This design comes from an exercise in tuning for small area, a short achievable clock period and few clock cycles per item on the open sky130 flow, not from production work.
The RTL was checked by simulation tests, not by an equivalence proof against the original design.
No activity file was given, so power comes from the tool's default toggle rates.

==> inputs of wip/violet <==
## moving_average_oversampled
module moving_average_oversampled (
	input  logic                                clk,
	input  logic                                arst_n,
	input  logic                                sample_valid,
	output logic                                sample_stall,
	input  logic signed [mao_pkg::SampleW-1:0]  sample,
	output logic                                result_valid,
	input  logic                                result_stall,
	output logic signed [mao_pkg::SampleW-1:0]  filtered,
	output logic                                clipped,
	input  logic                                cfg_valid,
	output logic                                cfg_ready,
	input  logic                                cfg_index,
	input  logic [mao_pkg::CfgDataW-1:0]        cfg_data
);
clock: 8.0 ns
lec_check: 0
abc_clock_period_in_ps: 2500
cap_margin: 20
core_margin: 2
core_utilization: 70
setup_slack_margin: 4.5
slew_margin: 20
run.sh (not shown) runs the stock make flow with config.mk's settings and CLKGATE_MAP_FILE= SYNTH_SCRIPT=/design/flow/synth_recipe.tcl, a recipe that flattens the netlist after the stock synthesis.
==> wip/xenon (differences from wip/violet) <==
--- a/flow/design.v
+++ b/flow/design.v
@@ -7,20 +7,19 @@
 	localparam int CfgDataW    = 16;
 	localparam int SumW        = SampleW + $clog2(WindowDepth);
 	localparam int RemW        = 5;
 	localparam int QuoW        = SampleW - 1;
 	localparam logic [TapW-1:0] TapCountReset = TapW'(32);
 endpackage
 module mao_addsub (
-	input  logic [mao_pkg::SumW-1:0] a,
-	input  logic [mao_pkg::SumW-1:0] b,
-	input  logic                     cin,
-	output logic [mao_pkg::SumW-1:0] y
+	input  logic signed [mao_pkg::SumW-1:0] a,
+	input  logic signed [mao_pkg::SumW-1:0] b,
+	output logic signed [mao_pkg::SumW-1:0] y
 );
-	assign y = a + b + mao_pkg::SumW'(cin);
+	assign y = a + b;
 endmodule
 module mao_window_ram (
 	input  logic                        clk,
 	input  logic                        wr_en,
 	input  logic                        wr_all,
 	input  logic [mao_pkg::AddrW-1:0]   wr_addr,
 	input  logic [mao_pkg::SampleW-1:0] wr_data,
@@ -49,14 +48,15 @@
 	output logic                                clipped,
 	input  logic                                cfg_valid,
 	output logic                                cfg_ready,
 	input  logic                                cfg_index,
 	input  logic [mao_pkg::CfgDataW-1:0]        cfg_data
 );
 	localparam int SW = mao_pkg::SumW;    
+	localparam int CW = SW + 5;           
 	localparam int NU = 21;
 	logic [5:0] tap_count_q;
 	logic [5:0] fac_q;       
 	logic [5:0] held_q;
 	logic [5:0] tcur;
 	logic [5:0] tcur_n;
 	logic [5:0] cfg_fac;
@@ -78,49 +78,50 @@
 	end
 	logic        primed_q;
 	logic [5:0]  teff_q;      
 	logic [5:0]  p_q;         
 	logic [4:0]  pe_q;        
 	logic        alleq_q;     
 	logic [4:0]  ra_q;        
-	logic        stp_q, up_q, hlv_q, zro_q;
+	logic        stp_q, up_q, hlv_q;
 	logic        stale_q;     
 	logic        sstall_q;
 	logic [5:0]  d_q;
 	logic [6:0]  d3_q;
 	logic        dq_ok_q;
 	logic [2:0]  dc_cnt_q;
 	logic [5:0]  dc_r_q;
 	logic [5:0]  dc_quo_q;
 	logic        f_sv_q, f_item_q, f_wr_q, f_wall_q;
 	logic        f_azero_q, f_ahlv_q, f_bs_q, f_bsh_q, f_cw_q, f_neg_q;
 	logic [31:0] f_s_q, f_w_q;
 	logic [4:0]  f_wa_q;
+	logic [CW-1:0] cs_s_q, cs_c_q;
 	logic        vs_q;
 	logic signed [SW-1:0] s_q;
 	logic        v0_q;
 	logic        or_v_q, os_v_q;
 	logic [31:0] or_f_q, os_f_q;
 	logic        or_c_q, os_c_q;
 	logic        adv;
 	logic        accept, prime_op, samp_op, step_op;
 	logic [31:0] rd_data;
 	assign adv          = !os_v_q;
-	logic        en_f_q, en_s_q, en_r_q, en_acc_q;
+	logic        en_f_q, en_s_q, en_r_q, en_fm_q;
 	always_ff @(posedge clk or negedge arst_n) begin
 		if (!arst_n) begin
 			en_f_q  <= 1'b0;
 			en_s_q  <= 1'b0;
 			en_r_q  <= 1'b0;
-			en_acc_q <= 1'b0;
+			en_fm_q <= 1'b0;
 		end else begin
-			en_acc_q <= adv_n && (adv ? f_sv_q : ad_sv_q);
 			en_f_q  <= adv_n;
 			en_s_q  <= adv_n && (adv ? (prime_op || samp_op || step_op) : f_sv_q);
 			en_r_q  <= adv_n && (adv ? f_item_q : vs_q);
+			en_fm_q <= adv_n && (adv ? b_v[NU-1] : b_v[NU]);
 		end
 	end
 	assign sample_stall = sstall_q;
 	assign accept       = sample_valid && !sstall_q;
 	assign prime_op     = accept && !primed_q;
 	assign samp_op      = accept && primed_q;
 	assign step_op      = !accept && step_b;
@@ -131,36 +132,35 @@
 		.wr_addr (f_wa_q),
 		.wr_data (f_s_q),
 		.rd_addr (ra_q),
 		.rd_data (rd_data)
 	);
 	logic [5:0] teff_n, p_n, pe_inc;
 	logic [4:0] pe_n, ra_n;
-	logic       alleq_n, primed_n, stp_n, up_n, hlv_n, zro_n;
+	logic       alleq_n, primed_n, stp_n, up_n, hlv_n;
 	logic       teq_n;
 	logic       dq_ok_n, adv_n, os_v_n, can_n;
 	assign pe_inc = {1'b0, pe_q} + 6'd1;
-	function automatic logic [9:0] cand(input logic [5:0] teff, input logic [4:0] pe,
+	function automatic logic [8:0] cand(input logic [5:0] teff, input logic [4:0] pe,
 		input logic alleq, input logic [5:0] tc, input logic [5:0] tcn);
-		logic stp, up, hlv, zro, teq;
+		logic stp, up, hlv, teq;
 		logic [4:0] ra;
 		stp = (teff != tc);
 		up  = teff < tc;
 		hlv = alleq && !teff[0] && (teff != 6'd0) && ({1'b0, teff[5:1]} >= tc);
-		zro = (teff > tc) && ({tc, 1'b1} < teff);
 		teq = (teff == tcn);
 		ra  = teq ? pe : (up ? teff[4:0] : 5'(teff - 6'd1));
-		cand = {stp, up, hlv, zro, teq, ra};
+		cand = {stp, up, hlv, teq, ra};
 	endfunction
 	logic [5:0] teff_a, teff_b, p_a, t_up, t_dn, t_hv;
 	logic [4:0] pe_a, pe_b, pe_up, pe_dn, pe_hv;
 	logic       alleq_a, dq_ok_a, dq_ok_b, step_b;
-	logic [9:0] c_a, c_b, c_0, c_up, c_dn, c_hv, c_zr, c_n;
+	logic [8:0] c_a, c_b, c_0, c_up, c_dn, c_hv, c_n;
 	logic       can_a, can_b;
-	assign step_b = adv && primed_q && stp_q && !stale_q && (hlv_q || zro_q || (!f_wr_q && !f_wall_q));
+	assign step_b = adv && primed_q && stp_q && !stale_q && (hlv_q || (!f_wr_q && !f_wall_q));
 	always_comb begin
 		if (!primed_q) begin
 			teff_a  = 6'd32;
 			p_a     = p_q;
 			pe_a    = p_q[5] ? 5'd0 : p_q[4:0];
 			alleq_a = 1'b1;
 			dq_ok_a = (fac_q == 6'd1);
@@ -179,30 +179,25 @@
 	assign pe_dn = (p_q >= t_dn) ? 5'd0 : p_q[4:0];
 	assign pe_hv = (p_q >= t_hv) ? 5'd0 : p_q[4:0];
 	assign c_a  = cand(teff_a, pe_a, alleq_a, tcur, tcur_n);
 	assign c_0  = cand(teff_q, pe_q, alleq_q, tcur, tcur_n);
 	assign c_up = cand(t_up, pe_up, alleq_q, tcur, tcur_n);
 	assign c_dn = cand(t_dn, pe_dn, alleq_q, tcur, tcur_n);
 	assign c_hv = cand(t_hv, pe_hv, alleq_q, tcur, tcur_n);
-	assign c_zr = cand(6'd0, 5'd0, alleq_q, tcur, tcur_n);
 	always_comb begin
 		teff_b  = teff_q;
 		pe_b    = pe_q;
 		c_b     = c_0;
 		dq_ok_b = dq_ok_q || d_load;
 		if (step_b) begin
 			dq_ok_b = 1'b0;
 			if (hlv_q) begin
 				teff_b = t_hv;
 				pe_b   = pe_hv;
 				c_b    = c_hv;
-			end else if (zro_q) begin
-				teff_b = 6'd0;
-				pe_b   = 5'd0;
-				c_b    = c_zr;
 			end else if (up_q) begin
 				teff_b = t_up;
 				pe_b   = pe_up;
 				c_b    = c_up;
 			end else begin
 				teff_b = t_dn;
 				pe_b   = pe_dn;
@@ -216,45 +211,42 @@
 	assign can_n = accept ? can_a : can_b;
 	assign teff_n   = accept ? teff_a : teff_b;
 	assign p_n      = accept ? p_a : p_q;
 	assign pe_n     = accept ? pe_a : pe_b;
 	assign alleq_n  = accept ? alleq_a : alleq_q;
 	assign primed_n = primed_q || accept;
 	assign dq_ok_n  = accept ? dq_ok_a : dq_ok_b;
-	assign stp_n    = primed_n && c_n[9];
-	assign up_n     = c_n[8];
-	assign hlv_n    = c_n[7];
-	assign zro_n    = c_n[6];
+	assign stp_n    = primed_n && c_n[8];
+	assign up_n     = c_n[7];
+	assign hlv_n    = c_n[6];
 	assign teq_n    = c_n[5];
 	assign ra_n     = c_n[4:0];
 	always_ff @(posedge clk or negedge arst_n) begin
 		if (!arst_n) begin
 			primed_q <= 1'b0;
 			teff_q   <= '0;
 			p_q      <= '0;
 			pe_q     <= '0;
 			alleq_q  <= 1'b0;
 			ra_q     <= '0;
 			stp_q    <= 1'b0;
 			up_q     <= 1'b0;
 			hlv_q    <= 1'b0;
-			zro_q    <= 1'b0;
 			stale_q  <= 1'b0;
 			sstall_q <= 1'b0;
 		end else begin
 			primed_q <= primed_n;
 			teff_q   <= teff_n;
 			p_q      <= p_n;
 			pe_q     <= pe_n;
 			alleq_q  <= alleq_n;
 			ra_q     <= ra_n;
 			stp_q    <= stp_n;
 			up_q     <= up_n;
 			hlv_q    <= hlv_n;
-			zro_q    <= zro_n;
 			stale_q  <= cfg_taps_we;
 			sstall_q <= !can_n;
 		end
 	end
 	always_ff @(posedge clk or negedge arst_n) begin
 		if (!arst_n) begin
 			held_q <= 6'd1;
@@ -326,63 +318,59 @@
 		end
 	end
 	always_ff @(posedge clk) begin
 		if (en_f_q) begin
 			f_s_q     <= sample;
 			f_w_q     <= rd_data;
 			f_wa_q    <= pe_q;
-			f_azero_q <= prime_op || (!accept && !hlv_q && zro_q);
+			f_azero_q <= prime_op;
 			f_ahlv_q  <= !accept && hlv_q;
 			f_bs_q    <= samp_op && teff_q != 6'd0;
 			f_bsh_q   <= prime_op;
-			f_cw_q    <= (samp_op && teff_q != 6'd0) || (!accept && !hlv_q && !zro_q);
+			f_cw_q    <= (samp_op && teff_q != 6'd0) || (!accept && !hlv_q);
 			f_neg_q   <= samp_op || !up_q;
 		end
 	end
-	logic [SW-1:0] ad_x, ad_y, ad_sum;
-	logic [SW-1:0] ad_q;
-	logic          ad_az_q, ad_ahlv_q, ad_sv_q;
-	assign ad_x = f_bs_q ? {{(SW-32){f_s_q[31]}}, f_s_q} :
-		(f_bsh_q ? {f_s_q, 5'd0} : '0);
-	assign ad_y = f_cw_q ? ({{(SW-32){f_w_q[31]}}, f_w_q} ^ {SW{f_neg_q}}) : '0;
-	mao_addsub u_add (
-		.a   (ad_x),
-		.b   (ad_y),
-		.cin (f_cw_q && f_neg_q),
-		.y   (ad_sum)
-	);
+	logic [CW-1:0] cs_a1, cs_a2, cs_b, cs_cc, cs_x1, cs_y1, cs_x2, cs_y2;
+	assign cs_a1 = f_azero_q ? '0 : (f_ahlv_q ? {cs_s_q[CW-1], cs_s_q[CW-1:1]} : cs_s_q);
+	assign cs_a2 = f_azero_q ? '0 : (f_ahlv_q ? {cs_c_q[CW-1], cs_c_q[CW-1:1]} : cs_c_q);
+	assign cs_b  = f_bs_q ? {{(CW-32){f_s_q[31]}}, f_s_q} : (f_bsh_q ? {{(CW-37){f_s_q[31]}}, f_s_q, 5'd0} : '0);
+	assign cs_cc = f_cw_q ? ({{(CW-32){f_w_q[31]}}, f_w_q} ^ {CW{f_neg_q}}) : '0;
+	assign cs_x1 = cs_a1 ^ cs_a2 ^ cs_b;
+	assign cs_y1 = {(cs_a1[CW-2:0] & cs_a2[CW-2:0]) | (cs_a1[CW-2:0] & cs_b[CW-2:0]) |
+		(cs_a2[CW-2:0] & cs_b[CW-2:0]), f_ahlv_q & cs_s_q[0] & cs_c_q[0]};
+	assign cs_x2 = cs_x1 ^ cs_y1 ^ cs_cc;
+	assign cs_y2 = {(cs_x1[CW-2:0] & cs_y1[CW-2:0]) | (cs_x1[CW-2:0] & cs_cc[CW-2:0]) |
+		(cs_y1[CW-2:0] & cs_cc[CW-2:0]), f_cw_q & f_neg_q};
 	always_ff @(posedge clk or negedge arst_n) begin
 		if (!arst_n) begin
-			vs_q    <= 1'b0;
-			v0_q    <= 1'b0;
-			ad_sv_q <= 1'b0;
+			vs_q <= 1'b0;
+			v0_q <= 1'b0;
 		end else if (adv) begin
-			vs_q    <= f_item_q;
-			v0_q    <= vs_q;
-			ad_sv_q <= f_sv_q;
+			vs_q <= f_item_q;
+			v0_q <= vs_q;
 		end
 	end
 	always_ff @(posedge clk) begin
 		if (en_s_q) begin
-			ad_q      <= ad_sum;
-			ad_az_q   <= f_azero_q;
-			ad_ahlv_q <= f_ahlv_q;
+			cs_s_q <= cs_x2;
+			cs_c_q <= cs_y2;
 		end
 	end
-	logic [SW-1:0] acc_a;
-	assign acc_a = ad_az_q ? '0 : (ad_ahlv_q ? {s_q[SW-1], s_q[SW-1:1]} : s_q);
+	logic signed [SW-1:0] s_res;
+	mao_addsub u_add (
+		.a   (cs_s_q[SW-1:0]),
+		.b   (cs_c_q[SW-1:0]),
+		.y   (s_res)
+	);
 	logic [5:0] r_d_q;
 	logic [6:0] r_d3_q;
 	always_ff @(posedge clk) begin
-		if (en_acc_q) begin
-			s_q <= acc_a + ad_q;
-		end
-	end
-	always_ff @(posedge clk) begin
 		if (en_r_q) begin
+			s_q    <= s_res;
 			r_d_q  <= d_q;
 			r_d3_q <= d3_q;
 		end
 	end
 	logic [NU:0]       b_v, b_sg, b_clp;
 	logic              x_sat;
 	logic [NU:0][4:0]  b_r;
@@ -455,27 +443,41 @@
 			assign b_clp[u+1] = b_clp[u];
 			assign b_r[u+1]   = r_o;
 			assign b_d[u+1]   = d_o;
 			assign b_dd[u+1]  = b_dd[u];
 			assign b_d3[u+1]  = b_d3[u];
 		end
 	end
+	logic        fm_v_q, fm_sat_q, fm_sg_q, fm_clp_q, fm_inc_q;
+	logic [30:0] fm_q_q;
+	always_ff @(posedge clk or negedge arst_n) begin
+		if (!arst_n) begin
+			fm_v_q <= 1'b0;
+		end else if (adv) begin
+			fm_v_q <= b_v[NU];
+		end
+	end
+	always_ff @(posedge clk) begin
+		if (en_fm_q) begin
+			fm_sat_q <= b_d[NU][31];
+			fm_sg_q  <= b_sg[NU];
+			fm_clp_q <= b_clp[NU];
+			fm_inc_q <= b_sg[NU] && (({1'b0, b_r[NU]} + 6'd1) != b_dd[NU]);
+			fm_q_q   <= b_d[NU][30:0] ^ {31{b_sg[NU]}};
+		end
+	end
 	logic [31:0] fmt_f;
 	logic        fmt_c;
 	logic [31:0] fm_sum;
-	logic        fm_sat, fm_sg, fm_inc;
-	assign fm_sat = b_d[NU][31];
-	assign fm_sg  = b_sg[NU];
-	assign fm_inc = fm_sg && (({1'b0, b_r[NU]} + 6'd1) != b_dd[NU]);
-	assign fm_sum = {fm_sg, b_d[NU][30:0] ^ {31{fm_sg}}} + {31'd0, fm_inc};
-	assign fmt_f  = fm_sat ? (fm_sg ? 32'h8000_0000 : 32'h7fff_ffff) : fm_sum;
-	assign fmt_c  = b_clp[NU];
+	assign fm_sum = {fm_sg_q, fm_q_q} + {31'd0, fm_inc_q};
+	assign fmt_f  = fm_sat_q ? (fm_sg_q ? 32'h8000_0000 : 32'h7fff_ffff) : fm_sum;
+	assign fmt_c  = fm_clp_q;
 	logic take, in_v;
 	assign take = or_v_q && !result_stall;
-	assign in_v = adv && b_v[NU];
+	assign in_v = adv && fm_v_q;
 	always_comb begin
 		os_v_n = os_v_q;
 		if (os_v_q) begin
 			if (take) os_v_n = 1'b0;
 		end else if (or_v_q && !take && in_v) begin
 			os_v_n = 1'b1;
 		end
Settings changed: CORE_UTILIZATION 70 to 60.
==> wip/amber (differences from wip/violet) <==
--- a/flow/design.v
+++ b/flow/design.v
@@ -79,15 +79,14 @@
 	logic        primed_q;
 	logic [5:0]  teff_q;      
 	logic [5:0]  p_q;         
 	logic [4:0]  pe_q;        
 	logic        alleq_q;     
 	logic [4:0]  ra_q;        
 	logic        stp_q, up_q, hlv_q, zro_q;
-	logic        stale_q;     
 	logic        sstall_q;
 	logic [5:0]  d_q;
 	logic [6:0]  d3_q;
 	logic        dq_ok_q;
 	logic [2:0]  dc_cnt_q;
 	logic [5:0]  dc_r_q;
 	logic [5:0]  dc_quo_q;
@@ -152,15 +151,15 @@
 		cand = {stp, up, hlv, zro, teq, ra};
 	endfunction
 	logic [5:0] teff_a, teff_b, p_a, t_up, t_dn, t_hv;
 	logic [4:0] pe_a, pe_b, pe_up, pe_dn, pe_hv;
 	logic       alleq_a, dq_ok_a, dq_ok_b, step_b;
 	logic [9:0] c_a, c_b, c_0, c_up, c_dn, c_hv, c_zr, c_n;
 	logic       can_a, can_b;
-	assign step_b = adv && primed_q && stp_q && !stale_q && (hlv_q || zro_q || (!f_wr_q && !f_wall_q));
+	assign step_b = adv && primed_q && stp_q && (hlv_q || zro_q || (!f_wr_q && !f_wall_q));
 	always_comb begin
 		if (!primed_q) begin
 			teff_a  = 6'd32;
 			p_a     = p_q;
 			pe_a    = p_q[5] ? 5'd0 : p_q[4:0];
 			alleq_a = 1'b1;
 			dq_ok_a = (fac_q == 6'd1);
@@ -174,20 +173,20 @@
 	end
 	assign t_up  = teff_q + 6'd1;
 	assign t_dn  = teff_q - 6'd1;
 	assign t_hv  = {1'b0, teff_q[5:1]};
 	assign pe_up = (p_q >= t_up) ? 5'd0 : p_q[4:0];
 	assign pe_dn = (p_q >= t_dn) ? 5'd0 : p_q[4:0];
 	assign pe_hv = (p_q >= t_hv) ? 5'd0 : p_q[4:0];
-	assign c_a  = cand(teff_a, pe_a, alleq_a, tcur, tcur_n);
-	assign c_0  = cand(teff_q, pe_q, alleq_q, tcur, tcur_n);
-	assign c_up = cand(t_up, pe_up, alleq_q, tcur, tcur_n);
-	assign c_dn = cand(t_dn, pe_dn, alleq_q, tcur, tcur_n);
-	assign c_hv = cand(t_hv, pe_hv, alleq_q, tcur, tcur_n);
-	assign c_zr = cand(6'd0, 5'd0, alleq_q, tcur, tcur_n);
+	assign c_a  = cand(teff_a, pe_a, alleq_a, tcur_n, tcur_n);
+	assign c_0  = cand(teff_q, pe_q, alleq_q, tcur_n, tcur_n);
+	assign c_up = cand(t_up, pe_up, alleq_q, tcur_n, tcur_n);
+	assign c_dn = cand(t_dn, pe_dn, alleq_q, tcur_n, tcur_n);
+	assign c_hv = cand(t_hv, pe_hv, alleq_q, tcur_n, tcur_n);
+	assign c_zr = cand(6'd0, 5'd0, alleq_q, tcur_n, tcur_n);
 	always_comb begin
 		teff_b  = teff_q;
 		pe_b    = pe_q;
 		c_b     = c_0;
 		dq_ok_b = dq_ok_q || d_load;
 		if (step_b) begin
 			dq_ok_b = 1'b0;
@@ -234,28 +233,26 @@
 			pe_q     <= '0;
 			alleq_q  <= 1'b0;
 			ra_q     <= '0;
 			stp_q    <= 1'b0;
 			up_q     <= 1'b0;
 			hlv_q    <= 1'b0;
 			zro_q    <= 1'b0;
-			stale_q  <= 1'b0;
 			sstall_q <= 1'b0;
 		end else begin
 			primed_q <= primed_n;
 			teff_q   <= teff_n;
 			p_q      <= p_n;
 			pe_q     <= pe_n;
 			alleq_q  <= alleq_n;
 			ra_q     <= ra_n;
 			stp_q    <= stp_n;
 			up_q     <= up_n;
 			hlv_q    <= hlv_n;
 			zro_q    <= zro_n;
-			stale_q  <= cfg_taps_we;
 			sstall_q <= !can_n;
 		end
 	end
 	always_ff @(posedge clk or negedge arst_n) begin
 		if (!arst_n) begin
 			held_q <= 6'd1;
 		end else if (prime_op) begin
Settings changed: CORE_UTILIZATION 70 to 60, SETUP_SLACK_MARGIN 4.5 to 5.0.
==> wip/umber (differences from wip/violet) <==
--- a/flow/design.v
+++ b/flow/design.v
@@ -79,15 +79,14 @@
 	logic        primed_q;
 	logic [5:0]  teff_q;      
 	logic [5:0]  p_q;         
 	logic [4:0]  pe_q;        
 	logic        alleq_q;     
 	logic [4:0]  ra_q;        
 	logic        stp_q, up_q, hlv_q, zro_q;
-	logic        stale_q;     
 	logic        sstall_q;
 	logic [5:0]  d_q;
 	logic [6:0]  d3_q;
 	logic        dq_ok_q;
 	logic [2:0]  dc_cnt_q;
 	logic [5:0]  dc_r_q;
 	logic [5:0]  dc_quo_q;
@@ -152,15 +151,15 @@
 		cand = {stp, up, hlv, zro, teq, ra};
 	endfunction
 	logic [5:0] teff_a, teff_b, p_a, t_up, t_dn, t_hv;
 	logic [4:0] pe_a, pe_b, pe_up, pe_dn, pe_hv;
 	logic       alleq_a, dq_ok_a, dq_ok_b, step_b;
 	logic [9:0] c_a, c_b, c_0, c_up, c_dn, c_hv, c_zr, c_n;
 	logic       can_a, can_b;
-	assign step_b = adv && primed_q && stp_q && !stale_q && (hlv_q || zro_q || (!f_wr_q && !f_wall_q));
+	assign step_b = adv && primed_q && stp_q && (hlv_q || zro_q || (!f_wr_q && !f_wall_q));
 	always_comb begin
 		if (!primed_q) begin
 			teff_a  = 6'd32;
 			p_a     = p_q;
 			pe_a    = p_q[5] ? 5'd0 : p_q[4:0];
 			alleq_a = 1'b1;
 			dq_ok_a = (fac_q == 6'd1);
@@ -174,20 +173,20 @@
 	end
 	assign t_up  = teff_q + 6'd1;
 	assign t_dn  = teff_q - 6'd1;
 	assign t_hv  = {1'b0, teff_q[5:1]};
 	assign pe_up = (p_q >= t_up) ? 5'd0 : p_q[4:0];
 	assign pe_dn = (p_q >= t_dn) ? 5'd0 : p_q[4:0];
 	assign pe_hv = (p_q >= t_hv) ? 5'd0 : p_q[4:0];
-	assign c_a  = cand(teff_a, pe_a, alleq_a, tcur, tcur_n);
-	assign c_0  = cand(teff_q, pe_q, alleq_q, tcur, tcur_n);
-	assign c_up = cand(t_up, pe_up, alleq_q, tcur, tcur_n);
-	assign c_dn = cand(t_dn, pe_dn, alleq_q, tcur, tcur_n);
-	assign c_hv = cand(t_hv, pe_hv, alleq_q, tcur, tcur_n);
-	assign c_zr = cand(6'd0, 5'd0, alleq_q, tcur, tcur_n);
+	assign c_a  = cand(teff_a, pe_a, alleq_a, tcur_n, tcur_n);
+	assign c_0  = cand(teff_q, pe_q, alleq_q, tcur_n, tcur_n);
+	assign c_up = cand(t_up, pe_up, alleq_q, tcur_n, tcur_n);
+	assign c_dn = cand(t_dn, pe_dn, alleq_q, tcur_n, tcur_n);
+	assign c_hv = cand(t_hv, pe_hv, alleq_q, tcur_n, tcur_n);
+	assign c_zr = cand(6'd0, 5'd0, alleq_q, tcur_n, tcur_n);
 	always_comb begin
 		teff_b  = teff_q;
 		pe_b    = pe_q;
 		c_b     = c_0;
 		dq_ok_b = dq_ok_q || d_load;
 		if (step_b) begin
 			dq_ok_b = 1'b0;
@@ -234,28 +233,26 @@
 			pe_q     <= '0;
 			alleq_q  <= 1'b0;
 			ra_q     <= '0;
 			stp_q    <= 1'b0;
 			up_q     <= 1'b0;
 			hlv_q    <= 1'b0;
 			zro_q    <= 1'b0;
-			stale_q  <= 1'b0;
 			sstall_q <= 1'b0;
 		end else begin
 			primed_q <= primed_n;
 			teff_q   <= teff_n;
 			p_q      <= p_n;
 			pe_q     <= pe_n;
 			alleq_q  <= alleq_n;
 			ra_q     <= ra_n;
 			stp_q    <= stp_n;
 			up_q     <= up_n;
 			hlv_q    <= hlv_n;
 			zro_q    <= zro_n;
-			stale_q  <= cfg_taps_we;
 			sstall_q <= !can_n;
 		end
 	end
 	always_ff @(posedge clk or negedge arst_n) begin
 		if (!arst_n) begin
 			held_q <= 6'd1;
 		end else if (prime_op) begin
Settings changed: CORE_UTILIZATION 70 to 60.
==> notes <==
- Synthesized cell count: wip/amber is smaller than wip/violet (1.3%).
- Of wip/xenon and wip/amber, wip/xenon has the higher sequential power (gap about 6%, measured against wip/amber).
- Between wip/xenon and wip/umber, the lower clock skew is in wip/umber (gap 32 ps).
- The highest sequential share of layout area belongs to wip/xenon, the lowest to wip/amber.
- Of wip/violet and wip/xenon, wip/violet has the higher combinational power (gap about 7%, measured against wip/xenon).
- The lowest first-iteration DRC count belongs to wip/xenon, the highest to wip/violet.
- Between wip/xenon and wip/amber, the lower global-route usage is in wip/xenon (gap 1.4 points).
- In wip/amber the design area is higher than in wip/violet, by about 3.6%.
- Of wip/umber and wip/xenon, wip/umber has the higher clock-buffer cell count (gap 8).
- Power: wip/violet < wip/umber < wip/xenon < wip/amber.
==> figures <==
|  | wip/violet | wip/amber | wip/umber | wip/xenon |
|---|---|---|---|---|
| Source of the critical timing path | b_d[191] | b_d[319] | b_d[319] | b_d[127] |
| Final worst-path setup slack | 3840 ps | 4060 ps | 4180 ps | 4140 ps |
| Detail Route met2 WL | 125,000 um | 124,000 um | 120,000 um | 118,000 um |
| Most frequent CP cell | - | inv_2 | - | mux2_4 |
| Met1 layer usage reported by global route | 50.1% | 44.6% | 44.9% | 42.9% |
| Origin of the critical flop-to-flop path | b_d[191] | b_d[319] | b_d[319] | b_d[127] |
| Clk_skew | 64.5 ps | 72.5 ps | 50.3 ps | 82.5 ps |
| Syn_nets | 6,643 | 6,566 | 6,566 | 6,493 |
| Register share of total power | 38.9% | 36.7% | 38.3% | 40.7% |
| Met3 WL | 34,200 um | 23,200 um | 24,400 um | 21,800 um |
| Combinational share of power | 34.8% | 38.3% | 35.1% | 32.1% |
| # placed instances | 7,720 | 7,921 | 7,924 | 7,835 |
| Multi-input gates | 3,611 | 3,554 | 3,554 | 3,399 |
| Seq power | 13,100 uW | 13,000 uW | 13,000 uW | 13,800 uW |
| Internal Power | 22,100 uW | 23,400 uW | 22,500 uW | 22,800 uW |
| Number of antenna cells inserted | 3 | 1 | 1 | 2 |
| Fill cells | 5,953 | 8,933 | 9,260 | 9,953 |
| Chip width | 356 um | 383 um | 383 um | 388 um |
| Instance count on the critical path | 17 | 20 | 18 | 15 |
| Tapcell Cnt | 1,637 | 1,903 | 1,903 | 1,930 |
| Run status | no timing/DRC/antenna violations | no timing/DRC/antenna violations | no timing/DRC/antenna violations | no timing/DRC/antenna violations |
Testbench counts of wip/violet, summed over its fixed seeds: cycles 2,348, items 1,920.
Testbench counts of wip/xenon, summed over its fixed seeds: cycles 2,378, items 1,920.
Testbench counts of wip/amber, summed over its fixed seeds: cycles 2,332, items 1,920.
Testbench counts of wip/umber, summed over its fixed seeds: cycles 2,332, items 1,920.

-- static timing again, ports no longer ideal --
In the flow no input, the clock included, has a driving cell. The finished layouts below were timed again as built, in two steps. Step 1, drivers: a clkbuf_16 drives clk and a buf_2 each remaining input, both assumed. Step 2 times the ports against the registers' clock, not the clock port: input delays grow and output delays shrink by t, the midpoint of the rising clock arrivals with the driver on. Three values: ideal, step 1, step 2; two values: the first two.
run | t, ns | slack for setup (ns) | worst register clock-pin slew, ns | pins driven straight from the clock port
wip/violet | 0.903 | 3.845 / 3.845 / 3.734 | 0.10 / 0.10 | 1
wip/xenon | 0.919 | 4.143 / 4.143 / 3.672 | 0.07 / 0.07 | 1
wip/amber | 0.907 | 4.064 / 4.064 / 3.483 | 0.07 / 0.07 | 1
wip/umber | 0.898 | 4.179 / 4.179 / 3.485 | 0.07 / 0.07 | 1
After both steps setup and hold are still met in every run listed. For wip/umber, which loses most, drivers alone change the setup slack by 0.000 ns; drivers and shift together by -0.694 ns.
